This is an optimization exercise on Yosys and OpenROAD, whose aim is a short achievable clock period and few clock cycles, not a production implementation. The RTL was checked by simulation tests, not by an equivalence proof against the original design. No activity file was given, so power comes from the tool's default toggle rates.

// mipsCore
module mipsCore (
    input  logic                                clk,
    input  logic                                rst_n,
    input  logic [31:0]                         instr,
    input  logic [mipsPkg::DataWidth-1:0]       memRdata,
    output logic [mipsPkg::DataWidth-1:0]       instrAddr,
    output logic [mipsPkg::MemAddrWidth-1:0]    memAddr,
    output logic [mipsPkg::DataWidth-1:0]       memWdata,
    output logic                                memCen,
    output logic                                memWen,
    output logic                                memOen
);
Size: ~140 I/O pins, ~73000 um2 of cells after synthesis.
make LEC_CHECK=0 ABC_CLOCK_PERIOD_IN_PS=4000 CAP_MARGIN=20 CORE_MARGIN=2 CORE_UTILIZATION=35 PLACE_DENSITY=0.45 SETUP_SLACK_MARGIN=5 SLEW_MARGIN=20 finish   # period 12.0 ns
run.sh (not shown) runs the stock make flow with config.mk's settings and CLKGATE_MAP_FILE= SYNTH_SCRIPT=/design/flow/synth_recipe.tcl, a recipe that flattens the netlist after the stock synthesis.
The starting point produced a clean layout.
Testbench counts at the start, summed over its fixed seeds: cycles 37,966.
==> next run, changes <==
==> flow/flow/run.sh (new file) <==
#!/bin/bash
set -euo pipefail
cd "$(dirname "$0")/.."
MARGIN=$(cat flow/margin.txt)
sed -e "s|\"\${@:-finish}\"|SETUP_SLACK_MARGIN=${MARGIN} \"\${@:-finish}\"|" standard.sh > flow_margin.sh
grep -q "SETUP_SLACK_MARGIN=${MARGIN} " flow_margin.sh
bash flow_margin.sh finish > flow_make.log 2>&1
==> flow/flow/margin.txt (new file) <==
7.5
==> flow/standard.sh (new file) <==
#!/bin/bash
# synth_recipe.tcl (not shown) runs the flow's synth.tcl, then flattens the netlist and writes it again
# the make line also repeats each setting of config.mk as NAME=value (left out here)
make -C /OpenROAD-flow-scripts/flow DESIGN_CONFIG=/design/flow/config.mk WORK_HOME=/design/flow/orfs CLKGATE_MAP_FILE= SYNTH_SCRIPT=/design/flow/synth_recipe.tcl "${@:-finish}"
- ABC_CLOCK_PERIOD_IN_PS: 4000 -> 3000
removed: flow/run.sh
Result: Setup slack gets better by 0.78 ns; hold slack gets better by 0.11 ns; clock skew increases by 0.019 ns; clock power increases by a few percent.


Setup of red:
mipsCore, a different RTL version from the one above (not shown whole).
Size: about 7600 cells after synthesis, about 140 I/O pins.
// mipsCore
module mipsCore (
    input  logic                                clk,
    input  logic                                rst_n,
    input  logic [31:0]                         instr,
    input  logic [mipsPkg::DataWidth-1:0]       memRdata,
    output logic [mipsPkg::DataWidth-1:0]       instrAddr,
    output logic [mipsPkg::MemAddrWidth-1:0]    memAddr,
    output logic [mipsPkg::DataWidth-1:0]       memWdata,
    output logic                                memCen,
    output logic                                memWen,
    output logic                                memOen
);
    logic [NumAluOps-1:0]    aluOp;
    logic                    useImm;
    logic [RegAddrWidth-1:0] dest;
    logic                    memRead;
    logic                    memWrite;
    logic                    branchEq;
    logic                    branchNe;
    logic                    jump;
    logic                    link;
    logic                    jumpReg;
    logic [DataWidth-1:0] pc;
    logic [DataWidth-1:0] pcPlus4;
    logic [DataWidth-1:0] rfData1;
    logic [DataWidth-1:0] rfData2;
    logic [DataWidth-1:0] rsVal;
    logic [DataWidth-1:0] rtVal;
    logic [DataWidth-1:0] immExt;
  ...
==> flow/config.mk <==
export PLATFORM = sky130hd
export DESIGN_NAME = mipsCore
export DESIGN_NICKNAME = mipsCore
export VERILOG_FILES = /design/flow/design.v
export SDC_FILE = /design/flow/constraint.sdc
export NUM_CORES = 4
export LEC_CHECK = 0
export ABC_CLOCK_PERIOD_IN_PS = 3000
export CAP_MARGIN = 20
export CORE_MARGIN = 2
export CORE_UTILIZATION = 35
export PLACE_DENSITY = 0.45
export SETUP_SLACK_MARGIN = 5
export SLEW_MARGIN = 20
export SYNTH_HIERARCHICAL = 1
export SYNTH_MINIMUM_KEEP_SIZE = 0
==> flow/constraint.sdc <==
create_clock -name core_clock -period 12.0 [get_ports {clk}]
set_input_delay 2.4000 -clock core_clock [delete_from_list [all_inputs] [get_ports {clk}]]
set_output_delay 2.4000 -clock core_clock [all_outputs]
set_load 0.01 [all_outputs]
standard.sh (not shown) runs the stock make flow with config.mk's settings and CLKGATE_MAP_FILE= SYNTH_SCRIPT=/design/flow/synth_recipe.tcl, a recipe that flattens the netlist after the stock synthesis.
==> flow/flow/run.sh <==
#!/bin/bash
set -euo pipefail
cd "$(dirname "$0")/.."
MARGIN=$(cat flow/margin.txt)
sed -e "s|\"\${@:-finish}\"|SETUP_SLACK_MARGIN=${MARGIN} \"\${@:-finish}\"|" standard.sh > flow_margin.sh
grep -q "SETUP_SLACK_MARGIN=${MARGIN} " flow_margin.sh
bash flow_margin.sh finish > flow_make.log 2>&1
==> flow/flow/margin.txt <==
7.2
Testbench counts of red, summed over its fixed seeds: cycles 37,966.
For blue, these inputs were changed with respect to red:
==> flow/flow/run.sh <==
#!/bin/bash
set -euo pipefail
cd "$(dirname "$0")/.."
MARGIN=$(cat flow/margin.txt)
EXTRA="SETUP_SLACK_MARGIN=${MARGIN} PRE_IO_PLACEMENT_TCL=$PWD/flow/io.tcl"
sed -e "s|\"\${@:-finish}\"|${EXTRA} \"\${@:-finish}\"|" standard.sh > flow_margin.sh
grep -q "SETUP_SLACK_MARGIN=${MARGIN} " flow_margin.sh
bash flow_margin.sh finish > flow_make.log 2>&1
==> flow/flow/io.tcl (new file) <==
# Keep the reset input next to the memory-enable outputs it gates, so that the
# input-to-output path through the reset gate has short wires.
set_io_pin_constraint -group -order -pin_names {memCen memWen rst_n memOen} -region left:*
Findings:
Logic gate share of total power in blue vs red: down 0.2 points. Compared blue against red; sequential share of layout area within noise. Changes observed in blue relative to red: via count now sits higher; area fraction of clock buffers and clock inverters now sits higher; clock power share now sits higher; synthesized cell count now sits at about the same level. blue did not stop at any stage, and its layout met the timing, design-rule and antenna checks.


== run A ==
Another version of the RTL of mipsCore (not shown whole).
Size in the first run: roughly 7400 cells after synthesis, roughly 140 I/O pins, about 76000 µm² of cells after synthesis.
==> flow/design.v (excerpt) <==
module mipsCore (
    input  logic                                clk,
    input  logic                                rst_n,
    input  logic [31:0]                         instr,
    input  logic [mipsPkg::DataWidth-1:0]       memRdata,
    output logic [mipsPkg::DataWidth-1:0]       instrAddr,
    output logic [mipsPkg::MemAddrWidth-1:0]    memAddr,
    output logic [mipsPkg::DataWidth-1:0]       memWdata,
    output logic                                memCen,
    output logic                                memWen,
    output logic                                memOen
);
export LEC_CHECK = 0
export ABC_CLOCK_PERIOD_IN_PS = 3000
export CAP_MARGIN = 20
export CORE_MARGIN = 2
export CORE_UTILIZATION = 50
export PLACE_DENSITY = 0.7
export SETUP_SLACK_MARGIN = 5
export SLEW_MARGIN = 20
export SYNTH_HIERARCHICAL = 1
export SYNTH_MINIMUM_KEEP_SIZE = 0
create_clock -name core_clock -period 12.0 [get_ports {clk}]
==> flow/flow/run.sh <==
#!/bin/bash
set -euo pipefail
cd "$(dirname "$0")/.."
MARGIN=$(cat flow/margin.txt)
EXTRA="SETUP_SLACK_MARGIN=${MARGIN} PRE_IO_PLACEMENT_TCL=$PWD/flow/io.tcl"
sed -e "s|\"\${@:-finish}\"|${EXTRA} \"\${@:-finish}\"|" standard.sh > flow_margin.sh
grep -q "SETUP_SLACK_MARGIN=${MARGIN} " flow_margin.sh
bash flow_margin.sh finish > flow_make.log 2>&1
==> flow/flow/io.tcl <==
# Keep the reset input next to the memory-enable outputs it gates, so that the
# input-to-output path through the reset gate has short wires.
set_io_pin_constraint -group -order -pin_names {memCen memWen rst_n memOen} -region left:*
Scripts as last shown in full above: flow/flow/margin.txt
Testbench counts of run A, summed over its fixed seeds: cycles 37,966.
> inputs changed (run A -> run B)
- CORE_UTILIZATION: 50 -> 35
- PLACE_DENSITY: 0.7 -> 0.45
--- outcome ---
- The flow did not stop early for run B: all stages ran, and the layout cleared the timing, design-rule and antenna checks.
- Cmp run B and run A / non-clock buffer count / higher: run B
- Per the comparison of run B with run A, count of cells along the worst register-to-register path now larger, routed length on met1 increased by 33 mm relative to the old numbers, number of placed instances, taps included picked up an extra about 9%.
- Run B ended with less minimum period implied by the final worst setup slack than run A.
- Of run B and run A, the higher final instance area belongs to run B.
- Diff run A -> run B: number of non-filler instances in the completed layout grew by 9.2%; area after synthesis comparable; core outline area +65000 µm².
What run C does differently from run B at the input level:
==> flow/flow/run.sh <==
#!/bin/bash
set -euo pipefail
cd "$(dirname "$0")/.."
MARGIN=$(cat flow/margin.txt)
sed -e "s|\"\${@:-finish}\"|SETUP_SLACK_MARGIN=${MARGIN} \"\${@:-finish}\"|" standard.sh > flow_margin.sh
grep -q "SETUP_SLACK_MARGIN=${MARGIN} " flow_margin.sh
bash flow_margin.sh finish > flow_make.log 2>&1
removed: flow/flow/io.tcl
- Going from run B to run C, portion of total power attributed to combinational logic barely changed, worst setup slack before clock tree synthesis moved down, tightest hold margin held, number of clock buffer instances in the layout dropped 4.
- Taking run B as the reference, in run C final period demand of the worst path up 120 ps; smallest setup slack after layout now smaller; first-iteration DRC count -6.7%; global-route total usage across every layer shows a reduction of 0.32 points.

[port drivers added, routing unchanged]
The results above use ideal ports. As a check the final layouts listed here were re-extracted and re-timed, cells and wires unchanged.
Step 1 sets driving cells, clkbuf_16 on the clock port and buf_2 on the other inputs (assumed; they add their load-dependent delay and slew).
Step 2, shift: input delay + t, output delay - t, t = (earliest + latest rising clock arrival at the registers) / 2. This alone moves slack from input paths to output paths.
a / b / c = no drivers / after step 1 / after step 2; a / b = the first two.
run	shift t [ns]	setup WS [ns]	latest minus earliest clock arrival (ns)	slew at the worst register clock pin (ns)	worst slew at a driven data input, ns
the first run of note 1	0.899	4.901 / 4.964 / 4.064	0.048 / 0.049	0.07 / 0.07	0.11
the second run of note 1	0.889	5.678 / 5.561 / 4.671	0.066 / 0.067	0.08 / 0.08	0.48
red	0.905	6.657 / 6.545 / 5.641	0.043 / 0.043	0.07 / 0.07	0.32
blue	0.889	6.593 / 6.523 / 5.634	0.058 / 0.058	0.06 / 0.06	0.45
run A	0.875	6.810 / 6.557 / 5.682	0.044 / 0.045	0.07 / 0.07	0.39
run B	0.893	6.861 / 6.592 / 5.698	0.045 / 0.045	0.07 / 0.07	0.46
run C	0.899	6.744 / 6.576 / 5.677	0.034 / 0.034	0.07 / 0.07	0.45
After both steps every run listed still meets setup and hold. The setup slack of run B, which loses most, moves by -0.269 ns with the drivers and by -1.163 ns with both steps.
